From an optimization exercise on the open Yosys and OpenROAD flow, aimed at small area, a short achievable clock period and few clock cycles; shortcuts taken in it are not production practice.
Function was checked by simulation only, so behaviour that the tests miss may differ from the original.
No activity file was given, so power comes from the tool's default toggle rates.

`flow/config.mk`:
```
export PLATFORM = sky130hd
export DESIGN_NAME = adaptive_throughput_meter
export DESIGN_NICKNAME = adaptive_throughput_meter
export VERILOG_FILES = /design/flow/design.v
export SDC_FILE = /design/flow/constraint.sdc
export NUM_CORES = 4
export LEC_CHECK = 0
export CAP_MARGIN = 20
export CORE_MARGIN = 2
export CORE_UTILIZATION = 40
export SLEW_MARGIN = 20
```
`flow/constraint.sdc`:
```
create_clock -name core_clock -period 8.5 [get_ports {i_clk}]
set_input_delay 1.7000 -clock core_clock [delete_from_list [all_inputs] [get_ports {i_clk}]]
set_output_delay 1.7000 -clock core_clock [all_outputs]
set_load 0.01 [all_outputs]
```
`flow/design.v`:
```
package atm_pkg;
    localparam int DATA_W  = 32;
    localparam int DIV_NW  = 49;
    localparam int DIV_DW  = 16;
    localparam int DIV_CW  = $clog2(DIV_NW + 1);
    localparam int HC_W    = 5;
    localparam int CFG_IW  = 4;
    localparam int CFG_DW  = 16;
    localparam logic [9:0]        MS_PER_S     = 10'd1000;
    localparam logic [3:0]        DEPTH_RESET  = 4'd5;
    localparam logic [15:0]       WINDOW_RESET = 16'd1000;
    localparam logic [CFG_IW-1:0] CFG_DEPTH    = 4'd0;
    localparam logic [CFG_IW-1:0] CFG_WINDOW   = 4'd1;
    typedef enum logic [1:0] {
        K_BYTES   = 2'd0,
        K_TIME    = 2'd1,
        K_RESTART = 2'd2
    } t_kind;
    typedef enum logic [3:0] {
        S_IDLE,
        S_SPEED,
        S_CHECK,
        S_CMP_RD,
        S_CMP_CHK,
        S_CMP_END,
        S_RATE_MUL,
        S_RATE_GO,
        S_RATE_WAIT,
        S_STORE,
        S_MEAN_MUL,
        S_MEAN_GO,
        S_MEAN_WAIT,
        S_OUT
    } t_state;
    typedef struct packed {
        logic              start;
        logic [DIV_NW-1:0] dividend;
        logic [DIV_DW-1:0] divisor;
    } t_div_req;
    typedef struct packed {
        logic              done;
        logic [DIV_NW-1:0] quotient;
    } t_div_rsp;
endpackage
import atm_pkg::*;
module atm_div (
    input  logic              i_clk,
    input  logic              i_rst_n,
    input  atm_pkg::t_div_req i_req,
    output atm_pkg::t_div_rsp o_rsp
);
    logic              r_busy;
    logic              r_done;
    logic [DIV_CW-1:0] r_cnt;
    logic [DIV_DW-1:0] r_rem;
    logic [DIV_NW-1:0] r_quo;
    logic [DIV_DW-1:0] r_dvs;
    logic [DIV_DW:0]   w_rem_sh;
    logic [DIV_DW:0]   w_diff;
    logic              w_ge;
    logic [DIV_DW-1:0] n_rem;
    logic [DIV_NW-1:0] n_quo;
    always_comb begin
        w_rem_sh = {r_rem, r_quo[DIV_NW-1]};
        w_ge     = w_rem_sh >= {1'b0, r_dvs};
        w_diff   = w_rem_sh - {1'b0, r_dvs};
        n_rem    = w_ge ? w_diff[DIV_DW-1:0] : w_rem_sh[DIV_DW-1:0];
        n_quo    = {r_quo[DIV_NW-2:0], w_ge};
    end
    always_ff @(posedge i_clk) begin
        if (!i_rst_n) begin
            r_busy <= 1'b0;
            r_done <= 1'b0;
            r_cnt  <= '0;
        end else begin
            r_done <= 1'b0;
            if (i_req.start) begin
                r_busy <= 1'b1;
                r_cnt  <= DIV_CW'(DIV_NW);
            end else if (r_busy) begin
                r_cnt <= r_cnt - DIV_CW'(1);
                if (r_cnt == DIV_CW'(1)) begin
                    r_busy <= 1'b0;
                    r_done <= 1'b1;
                end
            end
        end
    end
    always_ff @(posedge i_clk) begin
        if (i_req.start) begin
            r_rem <= '0;
            r_quo <= i_req.dividend;
            r_dvs <= i_req.divisor;
        end else if (r_busy) begin
            r_rem <= n_rem;
            r_quo <= n_quo;
        end
    end
    assign o_rsp.done     = r_done;
    assign o_rsp.quotient = r_quo;
endmodule
import atm_pkg::*;
module atm_hist #(
    parameter int SLOTS = 10,
    parameter int AW    = 4
) (
    input  logic                       i_clk,
    input  logic                       i_wr_en,
    input  logic [AW-1:0]              i_wr_addr,
    input  logic [atm_pkg::DATA_W-1:0] i_wr_data,
    input  logic [AW-1:0]              i_rd_addr,
    output logic [atm_pkg::DATA_W-1:0] o_rd_data
);
    logic [DATA_W-1:0] r_mem [SLOTS];
    logic [DATA_W-1:0] r_rd_data;
    always_ff @(posedge i_clk) begin
        if (i_wr_en) begin
            r_mem[i_wr_addr] <= i_wr_data;
        end
        r_rd_data <= r_mem[i_rd_addr];
    end
    assign o_rd_data = r_rd_data;
endmodule
import atm_pkg::*;
module adaptive_throughput_meter #(
    parameter int HISTORY_SLOTS = 10
) (
    input  logic        i_clk,
    input  logic        i_rst_n,
    input  logic        i_in_valid,
    output logic        o_in_stall,
    input  logic [1:0]  i_kind,
    input  logic [15:0] i_byte_count,
    input  logic [9:0]  i_tick_ms,
    output logic        o_out_valid,
    input  logic        i_out_stall,
    output logic [31:0] o_speed,
    output logic        o_window_closed,
    output logic        o_averaged,
    input  logic        i_cfg_valid,
    output logic        o_cfg_ready,
    input  logic [atm_pkg::CFG_IW-1:0] i_cfg_index,
    input  logic [atm_pkg::CFG_DW-1:0] i_cfg_data
);
    localparam int            HIST_AW = (HISTORY_SLOTS > 1) ? $clog2(HISTORY_SLOTS) : 1;
    localparam logic [HC_W-1:0] SLOTS_V = HC_W'(HISTORY_SLOTS);
    atm_pkg::t_state r_state;
    atm_pkg::t_state n_state;
    logic [3:0]        r_depth;
    logic [15:0]       r_window;
    logic [HC_W-1:0]   r_hc;
    logic [DATA_W-1:0] r_mean;
    logic [15:0]       r_mcount;
    logic [DATA_W-1:0] r_bytes;
    logic [15:0]       r_elapsed;
    logic              r_closed;
    logic              r_avg;
    logic [DATA_W-1:0] r_speed;
    logic [DATA_W-1:0] r_sample;
    logic [DIV_NW-1:0] r_prod;
    logic [HC_W-1:0]   r_idx;
    logic              r_above;
    logic              r_below;
    logic              r_out_valid;
    logic [DATA_W-1:0] r_out_speed;
    logic              r_out_closed;
    logic              r_out_avg;
    atm_pkg::t_div_req w_div_req;
    atm_pkg::t_div_rsp w_div_rsp;
    logic              w_hist_we;
    logic [HIST_AW-1:0] w_hist_waddr;
    logic [HIST_AW-1:0] w_hist_raddr;
    logic [DATA_W-1:0] w_hist_rdata;
    logic              w_in_acc;
    logic              w_cfg_acc;
    logic              w_out_free;
    logic [16:0]       w_el_sum;
    logic [15:0]       w_el_new;
    logic [32:0]       w_by_sum;
    logic              w_closing;
    logic [HC_W-1:0]   w_lim;
    logic [HC_W-1:0]   w_idx_nxt;
    logic [41:0]       w_rate_prod;
    logic [47:0]       w_mean_prod;
    logic [15:0]       w_mc_m1;
    logic [DATA_W-1:0] w_q_sat;
    atm_div u_div (
        .i_clk   (i_clk),
        .i_rst_n (i_rst_n),
        .i_req   (w_div_req),
        .o_rsp   (w_div_rsp)
    );
    atm_hist #(
        .SLOTS (HISTORY_SLOTS),
        .AW    (HIST_AW)
    ) u_hist (
        .i_clk     (i_clk),
        .i_wr_en   (w_hist_we),
        .i_wr_addr (w_hist_waddr),
        .i_wr_data (r_sample),
        .i_rd_addr (w_hist_raddr),
        .o_rd_data (w_hist_rdata)
    );
    assign o_in_stall  = (r_state != S_IDLE) || i_cfg_valid;
    assign o_cfg_ready = (r_state == S_IDLE);
    assign w_in_acc    = i_in_valid && !o_in_stall;
    assign w_cfg_acc   = i_cfg_valid && o_cfg_ready;
    assign w_out_free  = !r_out_valid || !i_out_stall;
    always_comb begin
        w_el_sum    = {1'b0, r_elapsed} + 17'(i_tick_ms);
        w_el_new    = w_el_sum[16] ? 16'hFFFF : w_el_sum[15:0];
        w_by_sum    = {1'b0, r_bytes} + 33'(i_byte_count);
        w_closing   = (i_kind == K_TIME) && (w_el_new > r_window);
        w_lim       = ({1'b0, r_depth} < SLOTS_V) ? {1'b0, r_depth} : SLOTS_V;
        w_idx_nxt   = r_idx + HC_W'(1);
        w_rate_prod = 42'(r_bytes) * 42'(MS_PER_S);
        w_mc_m1     = r_mcount - 16'd1;
        w_mean_prod = 48'(r_mean) * 48'(w_mc_m1);
        w_q_sat     = (|w_div_rsp.quotient[DIV_NW-1:DATA_W]) ? '1
                    : w_div_rsp.quotient[DATA_W-1:0];
    end
    always_comb begin
        n_state = r_state;
        case (r_state)
            S_IDLE: begin
                if (w_in_acc) begin
                    n_state = w_closing ? S_CHECK : S_SPEED;
                end
            end
            S_SPEED: begin
                if (r_hc != '0 || r_elapsed == '0) begin
                    n_state = S_OUT;
                end else begin
                    n_state = S_RATE_MUL;
                end
            end
            S_CHECK: begin
                if (r_hc > {1'b0, r_depth}) begin
                    n_state = (w_lim == '0) ? S_CMP_END : S_CMP_RD;
                end else begin
                    n_state = S_RATE_MUL;
                end
            end
            S_CMP_RD:    n_state = S_CMP_CHK;
            S_CMP_CHK:   n_state = (w_idx_nxt < w_lim) ? S_CMP_RD : S_CMP_END;
            S_CMP_END:   n_state = S_RATE_MUL;
            S_RATE_MUL:  n_state = S_RATE_GO;
            S_RATE_GO:   n_state = S_RATE_WAIT;
            S_RATE_WAIT: begin
                if (w_div_rsp.done) begin
                    n_state = r_closed ? S_STORE : S_OUT;
                end
            end
            S_STORE:     n_state = S_MEAN_MUL;
            S_MEAN_MUL:  n_state = S_MEAN_GO;
            S_MEAN_GO:   n_state = S_MEAN_WAIT;
            S_MEAN_WAIT: begin
                if (w_div_rsp.done) begin
                    n_state = S_OUT;
                end
            end
            S_OUT: begin
                if (w_out_free) begin
                    n_state = S_IDLE;
                end
            end
            default:     n_state = S_IDLE;
        endcase
    end
    always_comb begin
        w_div_req.start    = (r_state == S_RATE_GO) || (r_state == S_MEAN_GO);
        w_div_req.dividend = (r_state == S_MEAN_GO) ? r_prod + DIV_NW'(r_sample) : r_prod;
        w_div_req.divisor  = (r_state == S_MEAN_GO) ? r_mcount : r_elapsed;
        w_hist_we          = (r_state == S_STORE) && (r_hc < SLOTS_V);
        w_hist_waddr       = r_hc[HIST_AW-1:0];
        w_hist_raddr       = r_idx[HIST_AW-1:0];
    end
    always_ff @(posedge i_clk) begin
        if (!i_rst_n) begin
            r_state <= S_IDLE;
        end else begin
            r_state <= n_state;
        end
    end
    always_ff @(posedge i_clk) begin
        if (!i_rst_n) begin
            r_depth   <= DEPTH_RESET;
            r_window  <= WINDOW_RESET;
            r_hc      <= '0;
            r_mean    <= '0;
            r_mcount  <= '0;
            r_bytes   <= '0;
            r_elapsed <= '0;
        end else begin
            if (w_cfg_acc) begin
                case (i_cfg_index)
                    CFG_DEPTH: begin
                        if ({1'b0, i_cfg_data[3:0]} < SLOTS_V) begin
                            r_depth <= i_cfg_data[3:0];
                            r_hc    <= '0;
                            r_mean  <= '0;
                        end
                    end
                    CFG_WINDOW: r_window <= i_cfg_data;
                    default: ;
                endcase
            end
            case (r_state)
                S_IDLE: begin
                    if (w_in_acc) begin
                        case (i_kind)
                            K_BYTES: r_bytes <= w_by_sum[32] ? '1 : w_by_sum[31:0];
                            K_TIME:  r_elapsed <= w_el_new;
                            K_RESTART: begin
                                r_bytes   <= '0;
                                r_elapsed <= '0;
                                r_hc      <= '0;
                                r_mean    <= '0;
                                r_mcount  <= '0;
                            end
                            default: ;
                        endcase
                    end
                end
                S_CMP_END: begin
                    if (r_above || r_below) begin
                        r_mcount <= '0;
                    end
                    r_hc <= '0;
                end
                S_STORE: begin
                    r_hc <= r_hc + HC_W'(1);
                    if (r_mcount == '0) begin
                        r_mean <= r_sample;
                    end
                    if (r_mcount != 16'hFFFF) begin
                        r_mcount <= r_mcount + 16'd1;
                    end
                end
                S_MEAN_WAIT: begin
                    if (w_div_rsp.done) begin
                        r_mean    <= w_div_rsp.quotient[DATA_W-1:0];
                        r_bytes   <= '0;
                        r_elapsed <= '0;
                    end
                end
                default: ;
            endcase
        end
    end
    always_ff @(posedge i_clk) begin
        case (r_state)
            S_IDLE: begin
                if (w_in_acc) begin
                    r_closed <= w_closing;
                end
            end
            S_SPEED: begin
                r_avg   <= (r_hc != '0);
                r_speed <= (r_hc != '0) ? r_mean : '0;
            end
            S_CHECK: begin
                r_idx   <= '0;
                r_above <= 1'b1;
                r_below <= 1'b1;
            end
            S_CMP_CHK: begin
                if (w_hist_rdata < r_mean) begin
                    r_above <= 1'b0;
                end
                if (w_hist_rdata > r_mean) begin
                    r_below <= 1'b0;
                end
                r_idx <= w_idx_nxt;
            end
            S_RATE_MUL: r_prod <= DIV_NW'(w_rate_prod);
            S_RATE_WAIT: begin
                if (w_div_rsp.done) begin
                    r_sample <= w_q_sat;
                    r_speed  <= w_q_sat;
                    r_avg    <= 1'b0;
                end
            end
            S_MEAN_MUL: r_prod <= DIV_NW'(w_mean_prod);
            S_MEAN_WAIT: begin
                if (w_div_rsp.done) begin
                    r_speed <= w_div_rsp.quotient[DATA_W-1:0];
                    r_avg   <= 1'b1;
                end
            end
            default: ;
        endcase
    end
    always_ff @(posedge i_clk) begin
        if (!i_rst_n) begin
            r_out_valid <= 1'b0;
        end else if (r_state == S_OUT && w_out_free) begin
            r_out_valid <= 1'b1;
        end else if (!i_out_stall) begin
            r_out_valid <= 1'b0;
        end
    end
    always_ff @(posedge i_clk) begin
        if (r_state == S_OUT && w_out_free) begin
            r_out_speed  <= r_speed;
            r_out_closed <= r_closed;
            r_out_avg    <= r_avg;
        end
    end
    assign o_out_valid     = r_out_valid;
    assign o_speed         = r_out_speed;
    assign o_window_closed = r_out_closed;
    assign o_averaged      = r_out_avg;
endmodule
```
`flow/run.sh`:
```
#!/bin/bash
# synth_recipe.tcl (not shown) runs the flow's synth.tcl, then flattens the netlist and writes it again
# the make line also repeats each setting of config.mk as NAME=value (left out here)
make -C /OpenROAD-flow-scripts/flow DESIGN_CONFIG=/design/flow/config.mk WORK_HOME=/design/flow/orfs CLKGATE_MAP_FILE= SYNTH_SCRIPT=/design/flow/synth_recipe.tcl finish
```
==> results.json <==
{
  "seq_area_sq_mm": 0.0199,
  "path_max_fanout": 18,
  "clock_skew_ns": 0.0541,
  "cap_viol_max_count": 0,
  "crit_type": "reg2reg",
  "synth_area_leaders": "edfxtp_1 (30%), fa_1 (20%), ha_1 (7.9%)",
  "cts_tree": "done",
  "drc": 0,
  "synth.top_cells.by_count": "inv_1 (630), nand2_1 (611), edfxtp_1 (540), fa_1 (540), ha_1 (344)",
  "cp_num_buf_inv": 3,
  "powerDensity_mw_per_mm2": 256,
  "post-synth-top-count-cell": "inv_1",
  "die_h_um": 373,
  "ctsHoldBuffers": 0,
  "finalMaxSlewViolations": 0,
  "rsz0062_at_grt": "false",
  "cts_max_path_buffers": 3,
  "htreeDepth": 3,
  "syn2layout_area_growth_pct": 10.9,
  "cp.arrival_ns": 8.43,
  "core_sq_mm": 0.135,
  "final.period_utilization_pct": 94.4,
  "timing.fmax_ghz": 0.125,
  "grt_usage_pct": 23.3,
  "p_leak_nw": 24.2,
  "die_width_um": 373,
  "port-buffer-count": 89,
  "hold_viol": 0,
  "nNetsFinal": 6090,
  "seq_area_frac_synth_pct": 36.4,
  "power.total_w": 0.0155,
  "drt_wl_total_um": 161000,
  "num-fill-cells": 12700,
  "die_area_sq_mm": 0.139,
  "worst_hold_slack_ns": 0.393,
  "multi_input_area_sq_mm": 0.0315,
  "cts_root_buf": "clkbuf_16",
  "period_minus_slack_ns": 8.02,
  "max_slew_margin_pct": 29.8,
  "vias": 39000,
  "critPathTopFamily": "adder cells",
  "yosysTopAreaCell": "edfxtp_1",
  "overflow": 0,
  "grt_max_degree": 97,
  "path_clk_slew_ns": 0.07,
  "routed_via_density": 5.57,
  "wl_per_cell_um": 23.0,
  "grt_pass1_vias": 39400,
  "async_flop_share_pct": 0,
  "setup_viol": 0,
  "setup_tns_ns": 0,
  "gp_congestion": 0.980,
  "netlist.area_leader.share_pct": 29.8,
  "firstDrtPassIters": 7,
  "place_hpwl_um": 119000,
  "synth_area_sq_mm": 0.0545,
  "hold_path.class": "reg2reg",
  "cp.required_ns": 8.91,
  "worstMarginPinSlew_ns": 1.04,
  "cp_common_cell": "fa_1",
  "startpoint_type": "flop",
  "synthDistinctLibCells": 91,
  "clock-sinks": 722,
  "ir_drop_v": 0.000160,
  "floorplan.initialDensity_pct": 40.3,
  "critPathSlowestCell": "fa_1",
  "avgSynthCellArea_sq_um": 10.6,
  "ys.warnings.count": 3,
  "synth_cells": 5130,
  "worstSkewPairLatency_ns": 0.72,
  "end_kind": "flop",
  "ys_seq_elements": 722,
  "outcome": "finished clean",
  "antenna_found_initial": 4,
  "synth_nets": 6067,
  "ant_nets": 0,
  "synth-edff-count": 540,
  "io_pins": 90,
  "drtIter0Drc": 3837,
  "drive_above_1_share_pct": 6.84,
  "grt_pass1_wl_um": 246000,
  "slowest_delay_ns": 0.54,
  "rows": 135,
  "post_cts_buffers": 0,
  "cts_buffers": 81,
  "cts_resized": 0,
  "synth_ff_type": "edfxtp_1"
}
## kinds of logic (layout without fill, tap and decap cells)
| logic type | count (synthesis) | in the layout | synth area share, % |
|---|---|---|---|
| AND/OR/NAND/NOR | 1437 | 1437 | 12.2 |
| AO/OA/AOI/OAI | 922 | 922 | 11.2 |
| adder cells (fa/ha/maj) | 884 | 884 | 27.7 |
| buffers and inverters | 882 | 974 | 6.12 |
| flip-flops | 722 | 722 | 36.4 |
| XOR/XNOR | 168 | 168 | 2.71 |
| multiplexers | 115 | 115 | 3.59 |
| other | 0 | 1 | 0 |
## power by group
group	internal (W)	leakage (nW)	switching, W
registers	0.00412	5.12	0.000306
clock network	0.00210	1.34	0.00153
logic	0.00261	17.7	0.00482
total	0.00883	24.2	0.00666
## state kept, by name, indices dropped and copies added, names as in the netlist, 6 cells and up
signal	flops
u_hist.r_rd_data	32
u_div.r_cnt	6
r_window	16
r_mcount	16
u_div.r_quo	49
u_div.r_rem	16
u_div.r_dvs	16
r_mean	32
r_speed	32
r_out_speed	32
r_sample	32
u_hist.r_mem	320
r_bytes	32
r_prod	48
r_elapsed	16
## routing by layer
metal	vias to the layer above	part of all wire, %	wire length (um)	global-route usage (%)
li1	17600	-	-	-
met4	4	4.1	6560	8.44
met1	19600	43	69900	32.3
met2	1564	45	72100	36.0
met5	-	0.017	27	0
met3	248	7.9	12800	4.70
## final timing paths
check / from / end / cells after the start / slack [ns]
max reg2reg: r_mcount[4] / r_prod[47] / 27 / 0.48
max: r_mcount[4] / r_prod[47] / 27 / 0.48
min reg2reg: r_speed[5] / r_out_speed[5] / 0 / 0.39
min: r_speed[5] / r_out_speed[5] / 0 / 0.39
## metrics by stage
step                util (%)  setup WS, ns  instance area (sq um)  cells
floorplan                  -         0.894                  54500   5130
global placement        42.6         0.657                  57600   6851
detailed placement      42.6         0.523                  57600   6851
CTS                     44.6         0.504                  60400   7003
global route            44.7        0.0266                  60400   7003
finish                  44.7         0.476                  60400   7004
## layout make-up
type | instances | area share, %
Multi-Input combinational cell | 3526 | 52.1
Timing Repair Buffer | 189 | 2.80
Antenna cell | 1 | 0.00414
Clock buffer | 110 | 3.72
Sequential cell | 722 | 32.9
Inverter | 633 | 3.93
Clock inverter | 42 | 0.861
Tap cell | 1781 | 3.69
## cells in the final DEF (no fill, tap or decap), types with 57 or more instances in the layout
cell	n
inv_1	628
dfxtp_1	182
xnor2_1	99
a21oi_1	293
nand2_1	611
and2_1	89
a21o_1	97
clkbuf_16	82
fa_1	540
xor2_1	57
mux4_2	64
buf_4	96
nand3_1	66
o21ai_0	121
edfxtp_1	540
nand2b_1	84
ha_1	344
clkdlybuf4s50_1	89
nor2b_1	72
nor2_1	294
Testbench counts, summed over its fixed seeds: cycles 169,414.

[re-timing with driven ports]
In the flow no input, the clock included, has a driving cell. The finished layout below was timed again as built, in two steps.
Step 1, drivers: a clkbuf_16 drives i_clk and a buf_2 each remaining input, both assumed.
Step 2 moves the port delays by t, midway between the first and last clock arrival at a register: inputs arrive t later, outputs are due t later. That takes back most of the time a late clock gives input paths.
Three values: no drivers, after step 1, after step 2; two values: the first two.
t, ns: 0.767
setup WS [ns]: 0.476 / 0.476 / 0.476
hold slack, ns: 0.393 / 0.393 / 0.393
worst data-port slew with drivers (ns): 0.07
After both steps setup and hold are still met in this run. For this run, drivers alone change the setup slack by 0.000 ns; drivers and shift together by 0.000 ns.
